Background: an optimization exercise with open tools, aiming at small area, a short achievable clock period and few clock cycles per item. Do not read the settings as production practice. In this exercise RTL edits were held to simulation tests only and were not proved equivalent to the original.

==> flow/design.v <==
`default_nettype none
package bpc_pkg;
    localparam int ADC_BITS  = 10;
    localparam int COEF_BITS = 16;
    localparam int C12_BITS  = 14;
    localparam int OUT_BITS  = 12;
    localparam int CFG_ADDR_BITS = 2;
    localparam int STAGES = 7;
    typedef enum logic [CFG_ADDR_BITS-1:0] {
        REG_A0  = 2'd0,
        REG_B1  = 2'd1,
        REG_B2  = 2'd2,
        REG_C12 = 2'd3
    } cfg_reg_t;
    localparam logic signed [49:0] P_BIAS   = 50'sd4290772992;
    localparam logic signed [26:0] Y_OFFSET = 27'sd818400;
    localparam logic signed [26:0] Y_LOW    = -27'sd818400;
    localparam logic signed [26:0] Y_HIGH   = 27'sd3371807;
    localparam logic [22:0] P_RECIP = 23'd4198405;
    localparam int P_SHIFT = 32;
    localparam logic [21:0] T_W0    = 22'd3274035;
    localparam logic [11:0] T_STEP  = 12'd3200;
    localparam logic [22:0] T_RECIP = 23'd8027977;
    localparam int T_SHIFT = 33;
    localparam logic [11:0] T_BIAS  = 12'd1170;
    localparam logic [OUT_BITS-1:0] PRES_MAX = 12'd4095;
    localparam logic [OUT_BITS-1:0] PRES_MIN = 12'd0;
endpackage
`default_nettype wire
`default_nettype none
module barometer_pressure_compensation_unit (
    input  wire logic        clk,
    input  wire logic        rst_n,
    input  wire logic        s_tvalid,
    output logic             s_tready,
    input  wire logic [23:0] s_tdata,    
    output logic             m_tvalid,
    input  wire logic        m_tready,
    output logic [23:0]      m_tdata,    
    output logic [0:0]       m_tuser,    
    input  wire logic        cfg_we,
    input  wire logic [bpc_pkg::CFG_ADDR_BITS-1:0] cfg_addr,
    input  wire logic [bpc_pkg::COEF_BITS-1:0]     cfg_wdata
);
    localparam int N = bpc_pkg::STAGES;
    logic signed [15:0] a0_reg;
    logic signed [15:0] b1_reg;
    logic signed [15:0] b2_reg;
    logic signed [13:0] c12_reg;
    logic [N-1:0] vld_reg;
    logic [N-1:0] en;
    logic [9:0] p_in;
    logic [9:0] t_in;
    logic signed [26:0] bp_reg, bp_next;
    logic signed [26:0] bt_reg, bt_next;
    logic signed [24:0] ct_reg, ct_next;
    logic [9:0]         p1_reg;
    logic [21:0]        tw_reg, tw_next;
    logic signed [35:0] ctp_reg, ctp_next;
    logic signed [37:0] sum_reg, sum_next;
    logic [44:0]        tprod;
    logic [11:0]        tq_reg;
    logic signed [37:0] comp_reg, comp_next;
    logic [11:0]        t3_reg, t3_next;
    logic signed [49:0] x_full;
    logic signed [26:0] y_reg;
    logic [11:0]        t4_reg;
    logic               clip_lo_reg, clip_lo_next;
    logic               clip_hi_reg, clip_hi_next;
    logic [21:0]        yoff_reg, yoff_next;
    logic [11:0]        t5_reg;
    logic [44:0]        pprod;
    logic [11:0]        pres_reg, pres_next;
    logic               clip_reg;
    logic [11:0]        t6_reg;
    logic [11:0]        pres_out_reg;
    logic [11:0]        temp_out_reg;
    logic               clip_out_reg;
    assign p_in = s_tdata[9:0];
    assign t_in = s_tdata[19:10];
    always_comb
    begin
        en[N-1] = !vld_reg[N-1] || m_tready;
        for (int i = N - 2; i >= 0; i--)
        begin
            en[i] = !vld_reg[i] || en[i+1];
        end
    end
    assign s_tready = en[0];
    assign m_tvalid = vld_reg[N-1];
    assign m_tdata  = {temp_out_reg, pres_out_reg};
    assign m_tuser  = clip_out_reg;
    always_ff @(posedge clk or negedge rst_n)
    begin
        if (!rst_n)
        begin
            a0_reg  <= '0;
            b1_reg  <= '0;
            b2_reg  <= '0;
            c12_reg <= '0;
        end
        else if (cfg_we)
        begin
            case (cfg_addr)
                bpc_pkg::REG_A0:  a0_reg  <= cfg_wdata;
                bpc_pkg::REG_B1:  b1_reg  <= cfg_wdata;
                bpc_pkg::REG_B2:  b2_reg  <= cfg_wdata;
                bpc_pkg::REG_C12: c12_reg <= cfg_wdata[bpc_pkg::C12_BITS-1:0];
                default: ;
            endcase
        end
    end
    always_ff @(posedge clk or negedge rst_n)
    begin
        if (!rst_n)
        begin
            vld_reg <= '0;
        end
        else
        begin
            if (en[0])
            begin
                vld_reg[0] <= s_tvalid;
            end
            for (int i = 1; i < N; i++)
            begin
                if (en[i])
                begin
                    vld_reg[i] <= vld_reg[i-1];
                end
            end
        end
    end
    always_comb
    begin
        bp_next = 27'(b1_reg) * 27'($signed({1'b0, p_in}));
        bt_next = 27'(b2_reg) * 27'($signed({1'b0, t_in}));
        ct_next = 25'(c12_reg) * 25'($signed({1'b0, t_in}));
        tw_next = bpc_pkg::T_W0 - 22'(22'(t_in) * 22'(bpc_pkg::T_STEP));
    end
    always_comb
    begin
        ctp_next = 36'(ct_reg) * 36'($signed({1'b0, p1_reg}));
        sum_next = (38'(a0_reg) <<< 19) + (38'(bp_reg) <<< 9) + (38'(bt_reg) <<< 8);
        tprod    = 45'(tw_reg) * 45'(bpc_pkg::T_RECIP);
    end
    always_comb
    begin
        comp_next = sum_reg + 38'(ctp_reg);
        t3_next   = tq_reg - bpc_pkg::T_BIAS;
    end
    assign x_full = (50'(comp_reg) <<< 11) + (50'(comp_reg) <<< 5) + bpc_pkg::P_BIAS;
    always_comb
    begin
        clip_lo_next = y_reg < bpc_pkg::Y_LOW;
        clip_hi_next = y_reg > bpc_pkg::Y_HIGH;
        yoff_next    = 22'(y_reg + bpc_pkg::Y_OFFSET);
    end
    always_comb
    begin
        pprod = 45'(yoff_reg) * 45'(bpc_pkg::P_RECIP);
        if (clip_lo_reg)
        begin
            pres_next = bpc_pkg::PRES_MIN;
        end
        else if (clip_hi_reg)
        begin
            pres_next = bpc_pkg::PRES_MAX;
        end
        else
        begin
            pres_next = pprod[bpc_pkg::P_SHIFT+11:bpc_pkg::P_SHIFT];
        end
    end
    always_ff @(posedge clk)
    begin
        if (en[0])
        begin
            bp_reg <= bp_next;
            bt_reg <= bt_next;
            ct_reg <= ct_next;
            p1_reg <= p_in;
            tw_reg <= tw_next;
        end
        if (en[1])
        begin
            ctp_reg <= ctp_next;
            sum_reg <= sum_next;
            tq_reg  <= tprod[bpc_pkg::T_SHIFT+11:bpc_pkg::T_SHIFT];
        end
        if (en[2])
        begin
            comp_reg <= comp_next;
            t3_reg   <= t3_next;
        end
        if (en[3])
        begin
            y_reg  <= x_full[49:23];
            t4_reg <= t3_reg;
        end
        if (en[4])
        begin
            clip_lo_reg <= clip_lo_next;
            clip_hi_reg <= clip_hi_next;
            yoff_reg    <= yoff_next;
            t5_reg      <= t4_reg;
        end
        if (en[5])
        begin
            pres_reg <= pres_next;
            clip_reg <= clip_lo_reg || clip_hi_reg;
            t6_reg   <= t5_reg;
        end
        if (en[6])
        begin
            pres_out_reg <= pres_reg;
            clip_out_reg <= clip_reg;
            temp_out_reg <= t6_reg;
        end
    end
endmodule
`default_nettype wire
==> flow/run.sh <==
#!/bin/bash
# synth_recipe.tcl (not shown) runs the flow's synth.tcl, then flattens the netlist and writes it again
# the make line also repeats each setting of config.mk as NAME=value (left out here)
make -C /OpenROAD-flow-scripts/flow DESIGN_CONFIG=/design/flow/config.mk WORK_HOME=/design/flow/orfs CLKGATE_MAP_FILE= SYNTH_SCRIPT=/design/flow/synth_recipe.tcl finish
==> flow/config.mk <==
export PLATFORM = sky130hd
export DESIGN_NAME = barometer_pressure_compensation_unit
export DESIGN_NICKNAME = barometer_pressure_compensation_unit
export VERILOG_FILES = /design/flow/design.v
export SDC_FILE = /design/flow/constraint.sdc
export NUM_CORES = 4
export LEC_CHECK = 0
export CAP_MARGIN = 20
export CORE_MARGIN = 2
export CORE_UTILIZATION = 40
export SLEW_MARGIN = 20
==> flow/constraint.sdc <==
create_clock -name core_clock -period 7.5 [get_ports {clk}]
set_input_delay 1.5000 -clock core_clock [delete_from_list [all_inputs] [get_ports {clk}]]
set_output_delay 1.5000 -clock core_clock [all_outputs]
set_load 0.01 [all_outputs]
==> run notes <==
[kinds of logic (layout without fill, tap and decap cells)]
logic type	Yosys count	in the layout	synth area share, %
AO/OA/AOI/OAI	541	541	6.647
flip-flops	426	426	22.55
other	0	1	0
adder cells (fa/ha/maj)	1563	1563	46.26
AND/OR/NAND/NOR	1176	1176	10.49
XOR/XNOR	265	265	4.205
buffers and inverters	1254	1366	8.528
multiplexers	65	65	1.319
[stage by stage]
stage	worst slack, ns	cells	utilization, %
after floorplan	0.2995	5290	-
after global placement	0.08075	7108	42.67
after detailed placement	0.02089	7108	42.67
after CTS	0.4922	7196	43.83
after global routing	0.1983	7196	43.83
final	0.5755	7197	43.83
[layout by cell type, fill, tap and decap left out, types with 19 or more instances in the layout]
master / n
o21bai_1: 19
nor2b_1: 28
nand4_1: 25
a21oi_1: 167
nand2b_1: 28
nor3_1: 45
nor2_1: 121
nand3_1: 43
a21o_1: 86
xnor2_1: 180
dfrtp_1: 69
clkbuf_16: 47
o21a_1: 31
edfxtp_1: 357
and2_1: 338
buf_4: 84
mux2_2: 62
o21ai_0: 80
clkdlybuf4s50_1: 68
inv_1: 1112
ha_1: 767
xor2_1: 85
fa_1: 796
nand2_1: 481
[layout make-up]
class / count / area [sq um]
Fill cell: 13090 / 77040
Multi-Input combinational cell: 3610 / 38070
Sequential cell: 426 / 12450
Inverter: 1112 / 4174
Tap cell: 1794 / 2245
Timing Repair Buffer: 166 / 1592
Clock buffer: 59 / 1271
Clock inverter: 29 / 316.6
Antenna cell: 1 / 2.502
[routing by layer]
layer | vias up | GRT usage (%) | part of all wire (%) | wire (um)
li1 | 17030 | - | - | -
met1 | 17450 | 22.18 | 44 | 51600
met2 | 601 | 29.57 | 48 | 56300
met3 | 167 | 2.269 | 4.3 | 4967
met4 | 2 | 5.319 | 3.2 | 3731
met5 | - | 0 | 0.011 | 13
[worst register-to-register path, cell delays in order, from the launching register on]
cell,delay (ns)
edfxtp_1,0.35
inv_1,0.13
fa_1,0.64
inv_1,0.12
ha_1,0.40
fa_1,0.54
fa_1,0.53
fa_1,0.55
inv_1,0.06
fa_1,0.48
ha_1,0.31
inv_1,0.05
ha_1,0.31
nand4_1,0.11
a2111oi_2,0.33
o21ai_1,0.22
a31oi_2,0.37
a21oi_2,0.14
o21a_1,0.22
a211o_1,0.32
o2111ai_2,0.27
a21oi_2,0.09
xnor2_1,0.14
[worst min path at each step]
stage | from | slack, ns | end | cells past startpoint
6_report | ctp_reg[6] | 0.41 | comp_reg[6] | 0
4_1_cts | ctp_reg[6] | 0.42 | comp_reg[6] | 0
3_3_place_gp | ctp_reg[6] | 0.40 | comp_reg[6] | 0
2_1_floorplan | clip_reg | 0.40 | clip_out_reg | 0
5_1_grt | t3_reg[6] | 0.42 | t4_reg[6] | 0
3_5_place_dp | clip_reg | 0.40 | clip_out_reg | 0
==> qor_table.md <==
| Result | Reported |
|---|---|
| Total Nets Final | 6973 |
| Max FFs per register | 38 |
| Instance count of the mapped netlist | 5290 |
| Cell occurring most often along the worst timing path | fa_1 |
| Setup crit end | tq_reg[11] |
| Crit path buffers/inverters | 4 |
| Clock edge transition at the registers on the reported setup and hold paths | 0.06 ns |
| Highest net fanout along the worst path | 4 |
| Least-Margin Pin Slew | 1.076 ns |
| Insertion delay of the later-clocked pin in the worst-skew pair | 0.64 ns |
| Total length of routed wires | 116600 um |
| Dominant cell by count in the synthesized netlist | inv_1 |
| CORE AREA | 137200 sq um |
| Hold crit path type | reg2reg |
| Max cap viols | 0 |
| Final period util | 92.33% |
| TritonCTS Buffers | 47 |
| Max-Slew Margin vs Limit | 28.25% |
| Register area share after synthesis | 22.55% |
| Area enclosed by the die boundary | 141000 sq um |
| Slowest stage cell, crit path | fa_1 |
| Port bufs | 69 |
| Number of hold-repair buffers added at the cts stage | 0 |
| Syn_area_per_cell | 10.43 sq um |
| Period minus WS final | 6.924 ns |
| Setup TNS | 0 ns |
| I/O pin total | 74 |
| Number of antenna violations at the first check in global routing | 10 |
| Start point of the critical path | tw_reg[14] |
| CTS tree | yes |
| Root buf cell | clkbuf_16 |
| Worst setup skew after layout | 0.05666 ns |
| Final weighted congestion in routability-driven placement | 0.9020 |
| Overall Global Routing Usage | 17.09% |
| Layout cells sized above 1 | 5.461% |
| # resized after CTS | 0 |
| Starting density of the core | 40.24% |
| Post-CTS setup buffer count | 0 |
| Stage delay of the slowest cell on the critical path | 0.64 ns |
| Critical Path AT | 7.29 ns |
| Die Y | 375.5 um |
| Area of the mapped netlist | 55190 sq um |
| Largest delay share family, worst path | adder cells |
| Number of sinks on the clock net | 426 |
| Area delta synth->final | 8.921% |
| Cell types with the highest counts after synthesis | inv_1 (1112), fa_1 (796), ha_1 (767), nand2_1 (482), edfxtp_1 (357) |
| Number of placement rows | 136 |
| RSZ-0062 raised after global routing | no |
| Post-synth ARST share | 16.20% |
| Largest area contributor in the synthesized netlist | fa_1 |
| Flop-to-flop setup slack | 0.58 ns |
| Synth unique cells | 88 |
| Remaining antenna violation count | 0 |
| DRC errors left | 0 |
| Logic depth of the worst path, buffers included | 22 |
| CTS H-tree depth | 2 |
| Type of the worst setup path | reg2reg |
| Wire length of the first global-routing pass | 193700 um |
| Area of all placed cells without fillers | 60120 sq um |
| DR vias/cell | 4.898 |
| Vias in the first global route | 37.77k |
| Fraction of post-synthesis cell area in the top cell type by area | 28.87% |
| Required time at the worst-slack endpoint | 7.87 ns |
| Maximum number of pins on one net before global-route repair | 106 |
| Drt first-iter violations | 1577 |
| Maximum number of buffers from clock root to sink | 3 |
| Synthesized net count | 6900 |
| Number of flip-flops and latches in the synthesized netlist | 426 |
| Length of the first detailed-routing pass in iterations | 5 |
| Number of failing hold endpoints at the final stage | 0 |
| EDFF count, synth | 357 |
| Area contributors post-synth | fa_1 (29%), edfxtp_1 (19%), ha_1 (17%), inv_1 (7.6%), and2_1 (3.8%) |
| Horizontal extent of the die | 375.5 um |
| HPWL after DPL | 96710 um |
| Number of max-slew violations in the final report | 0 |
| Critical Path Start Type | flop |
| CP Cell Sequence | inv_1, fa_1, inv_1, ha_1, fa_1, fa_1, fa_1, inv_1, fa_1, ha_1, inv_1, ha_1, nand4_1, a2111oi_2, o21ai_1, a31oi_2, a21oi_2, o21a_1, a211o_1, o2111ai_2, a21oi_2, xnor2_1 |
| Kind of capture point of the worst setup path | flop |
| Destination of the worst register-to-register timing path | tq_reg[11] |
| Total number of vias | 35.25k |
| Reg2reg path depth | 22 |
| Beginning of the worst register-to-register path | tw_reg[14] |
| Area after detailed placement | 58520 sq um |
| Aggregate global routing overflow | 0 |
| Fmax | 144.4 MHz |
| Final number of setup-violating endpoints | 0 |
| Ys flop type | edfxtp_1 |
| Worst hold slack after final layout | 0.4112 ns |
| Status | complete, no violations |
| Number of synthesis warnings | 1 |
| Wirelength per Cell | 16.20 um |
Testbench counts, summed over its fixed seeds: cycles 12,056, items 12,000.

-- afterwards: timing with drivers on the ports --
No port has a modelled driver above. Below, the same layout with a new extraction and two added sets of constraints. Step 1 sets driving cells, clkbuf_16 on the clock port and buf_2 on the other inputs (assumed; they add their load-dependent delay and slew). Step 2 moves the port delays by t, midway between the first and last clock arrival at a register: inputs arrive t later, outputs are due t later. That takes back most of the time a late clock gives input paths. a / b / c = ideal ports / drivers / drivers and shift; a / b = the first two.
shift t [ns]: 0.682
setup slack, ns: 0.576 / 0.576 / -0.047
hold slack, ns: 0.411 / 0.411 / 0.411
worst register clock-pin slew, ns: 0.07 / 0.07
worst data-port slew with drivers (ns): 0.04
With both steps, setup timing fails in this run, where it was met with ideal ports. The setup slack of this run moves by 0.000 ns with the drivers and by -0.623 ns with both steps.
